From an optimization exercise on the open Yosys and OpenROAD flow, aimed at a short achievable clock period and few clock cycles per item; shortcuts taken in it are not production practice.
Only the layout flow was run in this run; the RTL was not checked for function there.
In this run the design's own scripts or RTL, not TritonCTS, make the clock network.
No driver is modelled on the clock port, so clock power and skew are understated where the tree is cut down; a real chip needs a root buffer or a tree.
Power is estimated from default activity; no workload was simulated.

$ cat flow/config.mk
export PLATFORM = sky130hd
export DESIGN_NAME = conv_requant_packer
export DESIGN_NICKNAME = conv_requant_packer
export VERILOG_FILES = /design/flow/design.v
export SDC_FILE = /design/flow/constraint.sdc
export NUM_CORES = 4
export LEC_CHECK = 0
export ABC_CLOCK_PERIOD_IN_PS = 1000
export CAP_MARGIN = 40
export CORE_MARGIN = 2
export CORE_UTILIZATION = 45
export SETUP_SLACK_MARGIN = 5
export SLEW_MARGIN = 60
export TNS_END_PERCENT = 20
$ cat flow/flow/manual_cts.tcl
# Hook sourced by ORFS's cts.tcl before clock tree synthesis (PRE_CTS_TCL).
# It replaces the clock_tree_synthesis command with a shallow, balanced tree:
# the clock port feeds four clkbuf_16 roots placed next to the port, each root
# feeds the leaf clkbuf_16 buffers of one quadrant, and each leaf drives an
# equal-count cluster of flip-flop clock pins (clusters cut by x, then by y),
# and each root drives the same number of leaves.
# Every register sees the same two buffer levels.

proc manual_clock_tree { args } {
  set nx 8
  set ny 6
  set db [ord::get_db]
  set block [ord::get_db_block]
  set clknet [$block findNet clk]
  set bufm [$db findMaster sky130_fd_sc_hd__clkbuf_16]

  set all {}
  foreach it [$clknet getITerms] {
    set b [[$it getInst] getBBox]
    lappend all [list $it [expr {([$b xMin] + [$b xMax]) / 2}] [expr {([$b yMin] + [$b yMax]) / 2}]]
  }
  set N [llength $all]
  puts "manual_clock_tree: $N sinks, $nx x $ny leaf clusters"

  set xs {}; set ys {}
  foreach e $all { lappend xs [lindex $e 1]; lappend ys [lindex $e 2] }
  set xmid [expr {([tcl::mathfunc::min {*}$xs] + [tcl::mathfunc::max {*}$xs]) / 2}]
  set ymid [expr {([tcl::mathfunc::min {*}$ys] + [tcl::mathfunc::max {*}$ys]) / 2}]

  # clock port location
  set px 0; set py 0
  foreach bt [$block getBTerms] {
    if {[$bt getName] eq "clk"} {
      set pb [$bt getBBox]
      set px [expr {([$pb xMin] + [$pb xMax]) / 2}]
      set py [expr {([$pb yMin] + [$pb yMax]) / 2}]
    }
  }

  # four roots
  set roots {}
  foreach q {0 1 2 3} {
    set rn [odb::dbNet_create $block clknet_root_$q]
    $rn setSigType CLOCK
    set r [odb::dbInst_create $block $bufm clkbuf_root_$q]
    [$r findITerm A] connect $clknet
    [$r findITerm X] connect $rn
    lappend roots [list $r $rn]
    set qsx($q) 0; set qsy($q) 0; set qn($q) 0
  }

  # equal-count clusters
  set all [lsort -integer -index 1 $all]
  set i 0
  for {set c 0} {$c < $nx} {incr c} {
    set col [lrange $all [expr {$c * $N / $nx}] [expr {($c + 1) * $N / $nx - 1}]]
    set col [lsort -integer -index 2 $col]
    set M [llength $col]
    for {set r 0} {$r < $ny} {incr r} {
      set grp [lrange $col [expr {$r * $M / $ny}] [expr {($r + 1) * $M / $ny - 1}]]
      set n [llength $grp]
      if {$n == 0} continue
      set sx 0; set sy 0
      foreach e $grp { set sx [expr {$sx + [lindex $e 1]}]; set sy [expr {$sy + [lindex $e 2]}] }
      set cx [expr {$sx / $n}]; set cy [expr {$sy / $n}]
      set q [expr {(2 * $c >= $nx ? 1 : 0) + (2 * $r >= $ny ? 2 : 0)}]
      set inst [odb::dbInst_create $block $bufm clkbuf_leaf_$i]
      $inst setLocation $cx $cy
      $inst setPlacementStatus PLACED
      set net [odb::dbNet_create $block clknet_leaf_$i]
      $net setSigType CLOCK
      [$inst findITerm A] connect [lindex [lindex $roots $q] 1]
      [$inst findITerm X] connect $net
      foreach e $grp { set it [lindex $e 0]; $it disconnect; $it connect $net }
      set qsx($q) [expr {$qsx($q) + $cx}]; set qsy($q) [expr {$qsy($q) + $cy}]; incr qn($q)
      incr i
    }
  }

  # each root sits next to the clock port, on the way to its leaves' centre
  foreach q {0 1 2 3} {
    set r [lindex [lindex $roots $q] 0]
    if {$qn($q) == 0} { set dx 0; set dy 0 } else {
      set dx [expr {double($qsx($q)) / $qn($q) - $px}]
      set dy [expr {double($qsy($q)) / $qn($q) - $py}]
    }
    set d [expr {sqrt($dx * $dx + $dy * $dy)}]
    set f [expr {$d > 0 ? min(1.0, 30000.0 / $d) : 0.0}]
    $r setLocation [expr {int($px + $f * $dx)}] [expr {int($py + $f * $dy)}]
    $r setPlacementStatus PLACED
    puts "manual_clock_tree: root $q drives $qn($q) leaves"
  }
  puts "manual_clock_tree: $i leaves"
  set_propagated_clock [all_clocks]
  detailed_placement
}

# Port buffers: placement leaves a small delay-type buffer on every port and
# later repair only swaps it within its footprint. Give every output port a
# buf_6 (kept as is from here on) and the flip-flop that feeds it a dfxtp_4;
# give every input port a buf_6.
proc size_port_buffers { } {
  set block [ord::get_db_block]
  set nout 0
  set nin 0
  foreach bt [$block getBTerms] {
    if {[$bt getName] eq "clk"} continue
    set net [$bt getNet]
    if {$net eq "NULL"} continue
    if {[$bt getIoType] eq "OUTPUT"} {
      foreach it [$net getITerms] {
        if {![$it isOutputSignal]} continue
        set buf [$it getInst]
        replace_cell [$buf getName] sky130_fd_sc_hd__buf_6
        set_dont_touch [$buf getName]
        incr nout
        foreach bit [$buf getITerms] {
          if {![$bit isInputSignal]} continue
          set inet [$bit getNet]
          if {$inet eq "NULL"} continue
          foreach dit [$inet getITerms] {
            if {![$dit isOutputSignal]} continue
            set d [$dit getInst]
            if {[string match sky130_fd_sc_hd__dfxtp_* [[$d getMaster] getName]]} {
              replace_cell [$d getName] sky130_fd_sc_hd__dfxtp_4
            }
          }
        }
      }
    } elseif {[$bt getIoType] eq "INPUT"} {
      foreach it [$net getITerms] {
        if {![$it isInputSignal]} continue
        set buf [$it getInst]
        if {[string match sky130_fd_sc_hd__*buf* [[$buf getMaster] getName]]} {
          replace_cell [$buf getName] sky130_fd_sc_hd__buf_6
          incr nin
        }
      }
    }
  }
  puts "size_port_buffers: $nout output and $nin input buffers"
}

rename clock_tree_synthesis orfs_clock_tree_synthesis
proc clock_tree_synthesis { args } {
  size_port_buffers
  manual_clock_tree {*}$args
}
$ cat flow/constraint.sdc
create_clock -name core_clock -period 7.5 [get_ports {clk}]
set_input_delay 1.5000 -clock core_clock [delete_from_list [all_inputs] [get_ports {clk}]]
set_output_delay 1.5000 -clock core_clock [all_outputs]
set_load 0.01 [all_outputs]
$ cat flow/design.v
module conv_requant_packer #(
  parameter int DATA_WIDTH = 8,
  parameter int ACC_WIDTH  = 32,
  parameter int BUS_WIDTH  = 128,
  parameter int ADDR_WIDTH = 18
) (
  input  logic                  clk,
  input  logic                  rst,
  input  logic                  start,
  input  logic [ADDR_WIDTH-1:0] cfg_base_addr,
  input  logic [15:0]           cfg_scale,
  input  logic [4:0]            cfg_shift,
  input  logic [1:0]            cfg_act_mode,
  input  logic [DATA_WIDTH-1:0] cfg_clip_max,
  output logic                  busy,
  output logic                  done,
  input  logic                  in_valid,
  output logic                  in_ready,
  input  logic [ACC_WIDTH-1:0]  in_acc,
  input  logic [ACC_WIDTH-1:0]  in_bias,
  input  logic                  in_last,
  output logic                  out_valid,
  input  logic                  out_ready,
  output logic [ADDR_WIDTH-1:0] out_addr,
  output logic [BUS_WIDTH-1:0]  out_data,
  output logic                  out_last,
  output logic [15:0]           sat_count
);
  localparam int PW = 48;                        
  localparam int NB = 9;                         
  function automatic logic [2*PW-1:0] csa(input logic [PW-1:0] a, input logic [PW-1:0] b,
                                          input logic [PW-1:0] c);
    logic [PW-1:0] s, cy;
    s   = a ^ b ^ c;
    cy  = ((a & b) | (a & c) | (b & c)) << 1;
    csa = {cy, s};
  endfunction
  function automatic logic [PW:0] ksadd(input logic [PW-1:0] a, input logic [PW-1:0] b,
                                        input logic cin);
    logic [PW-1:0] g, p, gg, pp, gn, pn;
    logic [PW:0]   sum;
    g  = a & b;
    p  = a ^ b;
    gg = g;
    pp = p;
    gg[0] = g[0] | (p[0] & cin);
    for (int d = 1; d < PW; d = d * 2) begin
      gn = gg;
      pn = pp;
      for (int i = d; i < PW; i++) begin
        gn[i] = gg[i] | (pp[i] & gg[i-d]);
        pn[i] = pp[i] & pp[i-d];
      end
      gg = gn;
      pp = pn;
    end
    sum[0] = p[0] ^ cin;
    for (int i = 1; i < PW; i++) sum[i] = p[i] ^ gg[i-1];
    sum[PW] = gg[PW-1];
    ksadd = sum;
  endfunction
  function automatic logic [11:0] window(input logic [PW-1:0] p, input logic [31:0] sh_oh,
                                         input logic [PW-1:0] fmask);
    logic [PW:0] p2;
    logic [9:0]  w;
    logic        fit;
    p2 = {p, 1'b0};
    for (int j = 0; j < 10; j++) w[j] = |(sh_oh & p2[j +: 32]);
    fit = &(~(p ^ {PW{p[PW-1]}}) | ~fmask);
    window = {p[PW-1], fit, w};
  endfunction
  logic busy_q, done_q, run_q, in_ready_q, first_q;
  logic [5:0] cnt_q;                    
  logic start_ok, accept, pop, out_free;
  logic [5:0] cnt_d;
  logic run_d;
  logic out_valid_q, out_last_q;
  logic idle_q, inrn_q, ovn_q;
  assign start_ok = start & idle_q;
  assign accept   = in_valid & ~inrn_q;
  assign pop      = ~ovn_q & out_ready;
  assign out_free = ovn_q | out_ready;
  assign busy     = busy_q;
  assign done     = done_q;
  assign in_ready = in_ready_q;
  logic room00, room10, room01, room11, room;
  always_comb begin
    case ({accept, pop})
      2'b10:   cnt_d = cnt_q + 6'd1;
      2'b01:   cnt_d = cnt_q - 6'd16;
      2'b11:   cnt_d = cnt_q - 6'd15;
      default: cnt_d = cnt_q;
    endcase
    if (start_ok) cnt_d = '0;
    room00 = (cnt_q <= 6'd31);
    room10 = (cnt_q <= 6'd30);
    room01 = (cnt_q >= 6'd16) && (cnt_q <= 6'd47);
    room11 = (cnt_q >= 6'd15) && (cnt_q <= 6'd46);
    case ({accept, pop})
      2'b10:   room = room10;
      2'b01:   room = room01;
      2'b11:   room = room11;
      default: room = room00;
    endcase
    run_d = start_ok | (run_q & ~(accept & in_last));
  end
  logic in_ready_d, hlast_q;
  assign in_ready_d = start_ok | (run_q & ~(accept & in_last) & room);
  always_ff @(posedge clk) begin
    if (rst) begin
      busy_q     <= 1'b0;
      idle_q     <= 1'b1;
      done_q     <= 1'b0;
      run_q      <= 1'b0;
      in_ready_q <= 1'b0;
      inrn_q     <= 1'b1;
      first_q    <= 1'b0;
      cnt_q      <= '0;
    end else begin
      busy_q     <= start_ok | (~idle_q & ~done_q);
      idle_q     <= ~start_ok & (idle_q | done_q);
      done_q     <= pop & hlast_q;
      run_q      <= run_d;
      in_ready_q <= in_ready_d;
      inrn_q     <= ~in_ready_d;
      first_q    <= start_ok;
      cnt_q      <= cnt_d;
    end
  end
  logic [15:0] scale_q;
  logic [4:0]  shift_q;
  logic [1:0]  mode_q;
  logic signed [7:0] clip_q;
  always_ff @(posedge clk) begin
    if (idle_q) begin
      scale_q <= cfg_scale;
      shift_q <= cfg_shift;
      mode_q  <= cfg_act_mode;
      clip_q  <= cfg_clip_max;
    end
  end
  logic [NB-1:0] bneg_q, bone_q, btwo_q;
  logic [PW-1:0] fmask_q;                
  logic [31:0]   shoh_q;                 
  logic signed [9:0] hi_q, him1_q, lo_q, lom1_q;
  logic [7:0]    hib_q, lob_q;
  logic [PW-1:0] pmax_q, pmin_q;         
  logic [11:0]   wmax_q, wmin_q;         
  always_ff @(posedge clk) begin
    logic [17:0] y;
    logic signed [7:0] lo8, hi8;
    y = {2'b00, scale_q};
    for (int i = 0; i < NB; i++) begin
      logic ym1, y0, y1;
      ym1 = (i == 0) ? 1'b0 : y[2*i-1];
      y0  = y[2*i];
      y1  = y[2*i+1];
      bneg_q[i] <= y1 & ~(y0 & ym1);
      bone_q[i] <= y0 ^ ym1;
      btwo_q[i] <= (y1 & ~y0 & ~ym1) | (~y1 & y0 & ym1);
    end
    for (int k = 0; k < PW; k++) fmask_q[k] <= (k >= int'(shift_q) + 8);
    for (int k = 0; k < 32; k++) shoh_q[k] <= (k == int'(shift_q));
    case (mode_q)
      2'd1: begin lo8 = 8'sd0; hi8 = 8'sd127; end
      2'd2: begin
        if (clip_q < 0) begin lo8 = clip_q; hi8 = clip_q; end
        else begin lo8 = 8'sd0; hi8 = clip_q; end
      end
      default: begin lo8 = -8'sd128; hi8 = 8'sd127; end
    endcase
    hi_q   <= 10'(hi8);
    him1_q <= 10'(hi8) - 10'sd1;
    lo_q   <= 10'(lo8);
    lom1_q <= 10'(lo8) - 10'sd1;
    hib_q  <= hi8;
    lob_q  <= lo8;
    pmax_q <= {1'b0, scale_q, 31'd0} - {32'd0, scale_q};
    pmin_q <= '0 - {1'b0, scale_q, 31'd0};
    wmax_q <= window(pmax_q, shoh_q, fmask_q);
    wmin_q <= window(pmin_q, shoh_q, fmask_q);
  end
  logic        v1, l1, as1, bs1;
  logic [8:0]  ch0_1;
  logic [8:0]  ch1_c0, ch1_c1, ch2_c0, ch2_c1, ch3_c0, ch3_c1;
  always_ff @(posedge clk) begin
    logic [PW:0] t0, t10, t11, t20, t21, t30, t31;
    t0  = ksadd(PW'(in_acc[7:0]),   PW'(in_bias[7:0]),   1'b0);
    t10 = ksadd(PW'(in_acc[15:8]),  PW'(in_bias[15:8]),  1'b0);
    t11 = ksadd(PW'(in_acc[15:8]),  PW'(in_bias[15:8]),  1'b1);
    t20 = ksadd(PW'(in_acc[23:16]), PW'(in_bias[23:16]), 1'b0);
    t21 = ksadd(PW'(in_acc[23:16]), PW'(in_bias[23:16]), 1'b1);
    t30 = ksadd(PW'(in_acc[31:24]), PW'(in_bias[31:24]), 1'b0);
    t31 = ksadd(PW'(in_acc[31:24]), PW'(in_bias[31:24]), 1'b1);
    ch0_1  <= t0[8:0];
    ch1_c0 <= t10[8:0];
    ch1_c1 <= t11[8:0];
    ch2_c0 <= t20[8:0];
    ch2_c1 <= t21[8:0];
    ch3_c0 <= t30[8:0];
    ch3_c1 <= t31[8:0];
    as1    <= in_acc[31];
    bs1    <= in_bias[31];
    l1     <= in_last;
  end
  logic        v2, l2, ovf2, neg2;
  logic [PW-1:0] r2_0, r2_1, r2_2, r2_3, r2_4, r2_5;
  always_ff @(posedge clk) begin
    logic signed [31:0] x;
    logic [8:0] c1, c2, c3;
    logic [PW-1:0] m;
    logic [PW-1:0] row [NB];
    c1 = ch0_1[8] ? ch1_c1 : ch1_c0;
    c2 = c1[8]    ? ch2_c1 : ch2_c0;
    c3 = c2[8]    ? ch3_c1 : ch3_c0;
    x  = {c3[7:0], c2[7:0], c1[7:0], ch0_1[7:0]};
    for (int i = 0; i < NB; i++) begin
      m = '0;
      if (bone_q[i]) m = PW'(x);
      if (btwo_q[i]) m = PW'(x) << 1;
      if (bneg_q[i]) m = ~m;
      row[i] = m << (2 * i);
      if (i > 0) row[i][2*i-2] = bneg_q[i-1];
    end
    {r2_1, r2_0} <= csa(row[0], row[1], row[2]);
    {r2_3, r2_2} <= csa(row[3], row[4], row[5]);
    {r2_5, r2_4} <= csa(row[6], row[7], row[8]);
    ovf2 <= (as1 == bs1) & (x[31] != as1);
    neg2 <= as1;
    l2   <= l1;
  end
  logic        v3, l3, ovf3, neg3;
  logic [PW-1:0] r3_0, r3_1;
  always_ff @(posedge clk) begin
    logic [PW-1:0] t0, t1, t2, t3, u0, u1;
    {t1, t0} = csa(r2_0, r2_1, r2_2);
    {t3, t2} = csa(r2_3, r2_4, r2_5);
    {u1, u0} = csa(t0, t1, t2);
    {r3_1, r3_0} <= csa(u0, u1, t3);
    ovf3 <= ovf2;
    neg3 <= neg2;
    l3   <= l2;
  end
  logic        v4, l4, ovf4, neg4;
  logic [24:0] plo4;
  logic        c24n4;                    
  logic [23:0] phi4_c0, phi4_c1;
  always_ff @(posedge clk) begin
    logic [PW:0] lo, h0, h1;
    lo = ksadd(PW'(r3_0[23:0]), PW'(r3_1[23:0]), 1'b0);
    h0 = ksadd(PW'(r3_0[47:24]), PW'(r3_1[47:24]), 1'b0);
    h1 = ksadd(PW'(r3_0[47:24]), PW'(r3_1[47:24]), 1'b1);
    plo4    <= lo[24:0];
    c24n4   <= ~lo[24];
    phi4_c0 <= h0[23:0];
    phi4_c1 <= h1[23:0];
    ovf4 <= ovf3;
    neg4 <= neg3;
    l4   <= l3;
  end
  logic        v5, l5;
  logic [11:0] w5;
  always_ff @(posedge clk) begin
    logic [11:0] wc0, wc1;
    wc0 = window({phi4_c0, plo4[23:0]}, shoh_q, fmask_q);
    wc1 = window({phi4_c1, plo4[23:0]}, shoh_q, fmask_q);
    if (ovf4) begin
      w5 <= neg4 ? wmin_q : wmax_q;
    end else begin
      w5[5:0]  <= plo4[24] ? wc1[5:0] : wc0[5:0];
      w5[11:6] <= c24n4 ? wc0[11:6] : wc1[11:6];
    end
    l5 <= l4;
  end
  logic        v6, l6, sat6;
  logic [7:0]  q6;
  always_ff @(posedge clk) begin
    logic signed [9:0] h;
    logic b, fit, sgn, ge_hi, le_lo, sat_p, sat_n;
    logic [7:0] inc;
    h   = {w5[9], w5[9:1]};
    b   = w5[0];
    fit = w5[10];
    sgn = w5[11];
    inc = h[7:0] + {7'd0, b};
    ge_hi = b ? (h >= him1_q) : (h >= hi_q);
    le_lo = b ? (h <= lom1_q) : (h <= lo_q);
    sat_p = b ? (h >= 10'sd127) : (h >= 10'sd128);
    sat_n = b ? (h <= -10'sd130) : (h <= -10'sd129);
    if (!fit)       q6 <= sgn ? lob_q : hib_q;
    else if (ge_hi) q6 <= hib_q;
    else if (le_lo) q6 <= lob_q;
    else            q6 <= inc;
    sat6 <= ~fit | sat_p | sat_n;
    l6   <= l5;
  end
  always_ff @(posedge clk) begin
    if (rst) begin
      v1 <= 1'b0; v2 <= 1'b0; v3 <= 1'b0;
      v4 <= 1'b0; v5 <= 1'b0; v6 <= 1'b0;
    end else begin
      v1 <= accept; v2 <= v1; v3 <= v2;
      v4 <= v3; v5 <= v4; v6 <= v5;
    end
  end
  logic [15:0]           lane_q;                
  logic [BUS_WIDTH-1:0]  pack_q, out_data_q;
  logic                  pack_full_q, pack_last_q;
  logic [ADDR_WIDTH-1:0] naddr_q, out_addr_q;
  logic                  complete, load_out;
  logic [BUS_WIDTH-1:0]  word;
  assign complete = v6 & (lane_q[15] | l6);
  assign load_out = out_free & (pack_full_q | complete);
  always_comb begin
    for (int k = 0; k < 16; k++) word[k*8 +: 8] = lane_q[k] ? q6 : pack_q[k*8 +: 8];
  end
  always_ff @(posedge clk) begin
    if (rst) begin
      lane_q      <= 16'd1;
      pack_full_q <= 1'b0;
      pack_last_q <= 1'b0;
    end else if (pack_full_q) begin
      if (out_free) pack_full_q <= 1'b0;
    end else if (v6) begin
      if (complete) begin
        lane_q <= 16'd1;
        if (!out_free) begin
          pack_full_q <= 1'b1;
          pack_last_q <= l6;
        end
      end else begin
        lane_q <= {lane_q[14:0], 1'b0};
      end
    end
  end
  logic pack_clear;
  assign pack_clear = out_free & (pack_full_q | complete);
  always_ff @(posedge clk) begin
    for (int k = 0; k < 16; k++) begin
      if (rst || pack_clear)     pack_q[k*8 +: 8] <= 8'd0;
      else if (v6 && lane_q[k])  pack_q[k*8 +: 8] <= q6;
    end
  end
  always_ff @(posedge clk) begin
    if (idle_q)         naddr_q <= cfg_base_addr;
    else if (load_out)  naddr_q <= naddr_q + ADDR_WIDTH'(1);
  end
  logic                  out_valid_d, out_last_d;
  logic [BUS_WIDTH-1:0]  out_data_d, hdata_q;
  logic [ADDR_WIDTH-1:0] haddr_q;
  assign out_valid_d = pack_full_q | complete;
  assign out_last_d  = pack_full_q ? pack_last_q : l6;
  assign out_data_d  = pack_full_q ? pack_q : word;
  always_ff @(posedge clk) begin
    if (out_free) begin
      hdata_q <= out_data_d;
      haddr_q <= naddr_q;
      hlast_q <= out_last_d;
    end
  end
  always_ff @(posedge clk) begin
    if (rst) begin
      out_valid_q <= 1'b0;
      ovn_q       <= 1'b1;
      out_last_q  <= 1'b0;
      out_data_q  <= '0;
      out_addr_q  <= '0;
    end else if (out_free) begin
      out_valid_q <= out_valid_d;
      ovn_q       <= ~out_valid_d;
      out_last_q  <= out_last_d;
      out_data_q  <= out_data_d;
      out_addr_q  <= naddr_q;
    end else begin
      out_last_q  <= hlast_q;
      out_data_q  <= hdata_q;
      out_addr_q  <= haddr_q;
    end
  end
  assign out_valid = out_valid_q;
  assign out_data  = out_data_q;
  assign out_addr  = out_addr_q;
  assign out_last  = out_last_q;
  logic [15:0] sat_cnt_q, satn_q, sat_d, c;
  always_comb begin
    c = ~satn_q;
    sat_d = c;
    if (first_q)                           sat_d = '0;
    else if (v6 && sat6 && c != 16'hFFFF)  sat_d = c + 16'd1;
  end
  always_ff @(posedge clk) begin
    if (rst) begin
      sat_cnt_q <= '0;
      satn_q    <= '1;
    end else begin
      sat_cnt_q <= sat_d;
      satn_q    <= ~sat_d;
    end
  end
  assign sat_count = sat_cnt_q;
endmodule
$ cat flow/standard.sh
#!/bin/bash
# synth_recipe.tcl (not shown) runs the flow's synth.tcl, then flattens the netlist and writes it again
# the make line also repeats each setting of config.mk as NAME=value (left out here)
make -C /OpenROAD-flow-scripts/flow DESIGN_CONFIG=/design/flow/config.mk WORK_HOME=/design/flow/orfs CLKGATE_MAP_FILE= SYNTH_SCRIPT=/design/flow/synth_recipe.tcl "${@:-finish}"
$ cat flow/flow/run.sh
#!/bin/bash
# Own flow: the standard layout (standard synthesis unchanged), with the
# clock tree step replaced by the shallow tree of flow/manual_cts.tcl.
set -euo pipefail
export PRE_CTS_TCL="$(pwd)/flow/manual_cts.tcl"
bash standard.sh > standard_flow.log 2>&1
==> summary.txt <==
-- sequential cells by signal (all words and copies together), names as in the netlist, 32 cells and up --
name	cells
r2_5	34
pmax_q	47
out_data_q	128
r2_0	37
r2_1	36
r3_1	43
fmask_q	47
hdata_q	128
r2_3	36
r3_0	48
r2_2	38
shoh_q	32
r2_4	37
pack_q	128
-- worst min path at each step --
stage,startpoint,endpoint,slack [ns]
after floorplan,l1,l2,0.31
after global placement,l5,l6,0.31
after detailed placement,r2_0[0],r3_0[0],0.31
after CTS,r3_0[0],plo4[0],0.33
after global routing,r3_0[0],plo4[0],0.33
final,neg3,neg4,0.33
-- routing by layer --
| layer | wire, microns | part of all wire, % | GRT usage, % | vias to the layer above |
|---|---|---|---|---|
| li1 | - | - | - | 20600 |
| met1 | 75800 | 42 | 34.7 | 21900 |
| met2 | 84300 | 47 | 43.8 | 1941 |
| met3 | 13400 | 7.4 | 4.18 | 502 |
| met4 | 6960 | 3.9 | 9.32 | 6 |
| met5 | 45 | 0.025 | 0.0363 | - |
-- power by group through the flow --
| stage | sequential [W] | combinational (W) | clock [W] |
|---|---|---|---|
| after floorplan | 0.00895 | 0.00763 | 0 |
| after global placement | 0.0100 | 0.0101 | 0 |
| after detailed placement | 0.0100 | 0.0103 | 0 |
| after CTS | 0.00985 | 0.0106 | 0.00337 |
| after global routing | 0.0101 | 0.0121 | 0.00357 |
| final | 0.00996 | 0.0108 | 0.00326 |
-- cell families after synthesis --
group	after synthesis	share of synthesized area, %
compound gates	1428	16.6
simple gates	1417	11.6
flops	1228	43.0
buf+inv	764	5.08
xor+xnor	527	7.92
fa+ha+maj	434	12.5
mux	178	3.19
-- critical path, delay by kind of cell (launching register included) --
family | cells | cell delay [ns]
flops | 1 | 0.39
buf+inv | 3 | 0.46
xor+xnor | 1 | 0.11
compound gates | 1 | 0.25
fa+ha+maj | 1 | 0.57
mux | 3 | 0.81
-- stage by stage --
| stage | util, % | hold WS [ns] | setup slack (ns) | power [W] | cell area, sq um |
|---|---|---|---|---|---|
| 3_5_place_dp | 48.5 | 0.313 | 3.36 | 0.0204 | 62500 |
| 3_3_place_gp | 48.1 | 0.311 | 3.15 | 0.0201 | 62100 |
| 4_1_cts | 50.8 | 0.333 | 4.82 | 0.0238 | 65500 |
| 2_1_floorplan | - | 0.310 | 4.72 | 0.0166 | 58500 |
| 5_1_grt | 51.3 | 0.334 | 4.73 | 0.0257 | 66200 |
| 6_report | 51.3 | 0.333 | 4.81 | 0.0240 | 66200 |
-- layout make-up --
cell class | instances | share of cell area, %
Multi-Input combinational cell | 3991 | 47.1
Sequential cell | 1228 | 39.1
Inverter | 251 | 1.43
Tap cell | 1742 | 3.29
Buffer | 52 | 1.97
Timing Repair Buffer | 424 | 7.16
-- placed cells by master, fill, tap and decap left out, types with 26 or more instances in the layout --
| cell type | count |
|---|---|
| a21o_1 | 41 |
| a21oi_1 | 245 |
| a221oi_1 | 89 |
| a222oi_1 | 27 |
| a22o_1 | 76 |
| a22oi_1 | 418 |
| a22oi_2 | 41 |
| and2_1 | 54 |
| buf_4 | 88 |
| buf_6 | 305 |
| clkbuf_16 | 53 |
| dfxtp_1 | 917 |
| dfxtp_2 | 83 |
| dfxtp_4 | 179 |
| edfxtp_1 | 49 |
| fa_1 | 242 |
| ha_1 | 177 |
| inv_1 | 245 |
| mux2i_1 | 148 |
| nand2_1 | 568 |
| nand2b_1 | 41 |
| nand3_1 | 214 |
| nand4_1 | 78 |
| nor2_1 | 171 |
| nor2b_1 | 149 |
| nor3_1 | 34 |
| o21ai_0 | 271 |
| o21bai_1 | 26 |
| o22ai_1 | 36 |
| xnor2_1 | 342 |
| xor2_1 | 162 |
-- repair_timing --
item,4_1_cts,5_1_grt
pin swaps,53,27
gates resized for setup,78,82
cloned,12,1
setup endpoints to repair,449,388
buffers inserted,16,16
==> impl_metrics.py <==
metrics = {
    "timing": {
        "skew_ns": 0.0777,
        "max_slew_margin_pct": 57.0,
        "fin_crit_sh_pct": 35.9,
        "fmaxAchievable_ghz": 0.371,
        "fin_setup_tns_ns": 0,
        "rsz0062_at_grt": "yes",
        "timing.final.setup_violations": 0,
        "finalHoldViolCount": 0,
        "worst_pin_slew_ns": 0.636,
        "finalWorstPathRequiredPeriod_ns": 2.69,
        "maxSlewViolCount": 0,
    },
    "power_and_ir_drop": {
        "switching_share_pct": 41.1,
        "p_seq_share_pct": 41.5,
        "peakVddDrop_mv": 0.334,
        "p_per_area_nw_per_um2": 363,
        "pwr-share-clk_pct": 13.6,
        "power_leakage_nw": 26.4,
        "p_int_w": 0.0141,
        "p_switching_w": 0.00987,
        "combPwrFrac_pct": 44.9,
    },
    "floorplan": {
        "fp-row-count": 132,
        "core-area_sq_um": 129000,
        "start_util_pct": 45.2,
        "ioPinCount": 286,
        "die_area_sq_um": 132000,
        "fp.dieH_microns": 364,
        "die-width_microns": 364,
    },
    "flow_run": {
        "drv_cap": 0,
    },
    "worst_setup_path": {
        "crit_path_top_delay_cell": "fa_2",
        "path_cells": "mux2i_1, buf_4, mux2i_4, buf_12, buf_12, mux2_4, a22oi_2, xnor2_2, fa_2",
        "crit_fanout": 8,
        "critical_path.startpoint": "ch0_1[8]",
        "reg2reg_depth": 9,
        "worstReg2RegEnd": "r2_2[40]",
        "regToRegSetupSlack_ns": 4.81,
        "path_class": "flip-flop to flip-flop",
        "r2r_start": "ch0_1[8]",
        "cp.required_ns": 7.91,
        "cpPeakStageDelay_ns": 0.57,
        "critPathLaunchType": "flip-flop",
        "endpoint_kind": "flip-flop",
        "crit_arrival_ns": 3.11,
        "crit_top_cell": "buf_12",
        "crit_end": "r2_2[40]",
    },
    "final_layout": {
        "multiInputGateArea_sq_um": 31200,
        "nets": 6501,
        "area_growth_pct": 13.5,
        "fillers": 11700,
        "final_layout_size_suffix_gt1_share_pct": 15.6,
        "n_antenna_cell": 0,
        "seqCellArea_sq_um": 25800,
        "fin_cells": 7688,
    },
    "cts": {
        "clk_latency_ns": 0.54,
        "path_clk_slew_ns": 0.10,
        "postCtsHoldBufs": 0,
    },
    "detailed_routing": {
        "drt_first_pass_iters": 12,
        "drc": 0,
        "vias": 45000,
        "drt-initial-drc-count": 4736,
        "wirelength_microns": 180000,
        "via_per_inst": 5.85,
        "drtAntennaViolNets": 0,
        "wire_per_inst_microns": 23.5,
    },
    "grt": {
        "grt_pass1_vias": 44800,
        "grt_pass1_wl_microns": 274000,
        "antenna_found_initial": 2,
        "grt_overflow": 0,
        "grt_usage_pct": 26.4,
        "grt_max_degree": 94,
    },
    "placement": {
        "place_hpwl_microns": 119000,
        "place_congestion": 0.967,
        "io_buffers": 285,
        "dp_cells": 7585,
    },
    "logic_synthesis": {
        "synthTopCellsByArea": "dfxtp_1 40%, fa_1 8.6%, a22oi_1 5.9%",
        "ys_warn_count": 2,
        "synth_most_common_cell": "dfxtp_1",
        "netlist_area_sq_um": 58300,
        "synth_seq_cells": 1228,
        "seq_area_frac_synth_pct": 43.0,
        "netlist_top_cells_count": "1,179 x dfxtp_1, 568 x nand2_1, 456 x a22oi_1",
        "avgSynthCellArea_sq_um": 9.75,
        "yosysUniqueCellTypes": 81,
        "synthFlopType": "dfxtp_1",
        "synth_edf_count": 49,
        "synth_cells": 5976,
        "yosys.area.top_type": "dfxtp_1",
        "synth_top_area_share_pct": 40.5,
        "synth_nets": 6529,
        "async_flop_share_pct": 0,
    },
    "min_path": {
        "hp-class": "flip-flop to flip-flop",
        "holdPathStages": 0,
    },
    "run_status": {
        "status": "complete, no violations",
    },
}

static timing again, ports no longer ideal:
The flow's constraints put no driver on any port. The routed layout listed below was extracted and timed again, unchanged, in two steps. Step 1 sets driving cells, clkbuf_16 on the clock port and buf_2 on the other inputs (assumed; they add their load-dependent delay and slew). Step 2 times the ports against the registers' clock, not the clock port: input delays grow and output delays shrink by t, the midpoint of the rising clock arrivals with the driver on. a / b / c = ideal ports / drivers / drivers and shift; a / b = the first two.
t (ns): 0.556
slack for setup (ns): 4.807 / 4.807 / 4.428
worst setup path at the end: input to register
clock arrival spread, ns: 0.080 / 0.080
worst register clock-pin slew, ns: 0.12 / 0.12
After both steps setup and hold are still met in this run. The setup slack of this run moves by 0.000 ns with the drivers and by -0.379 ns with both steps.
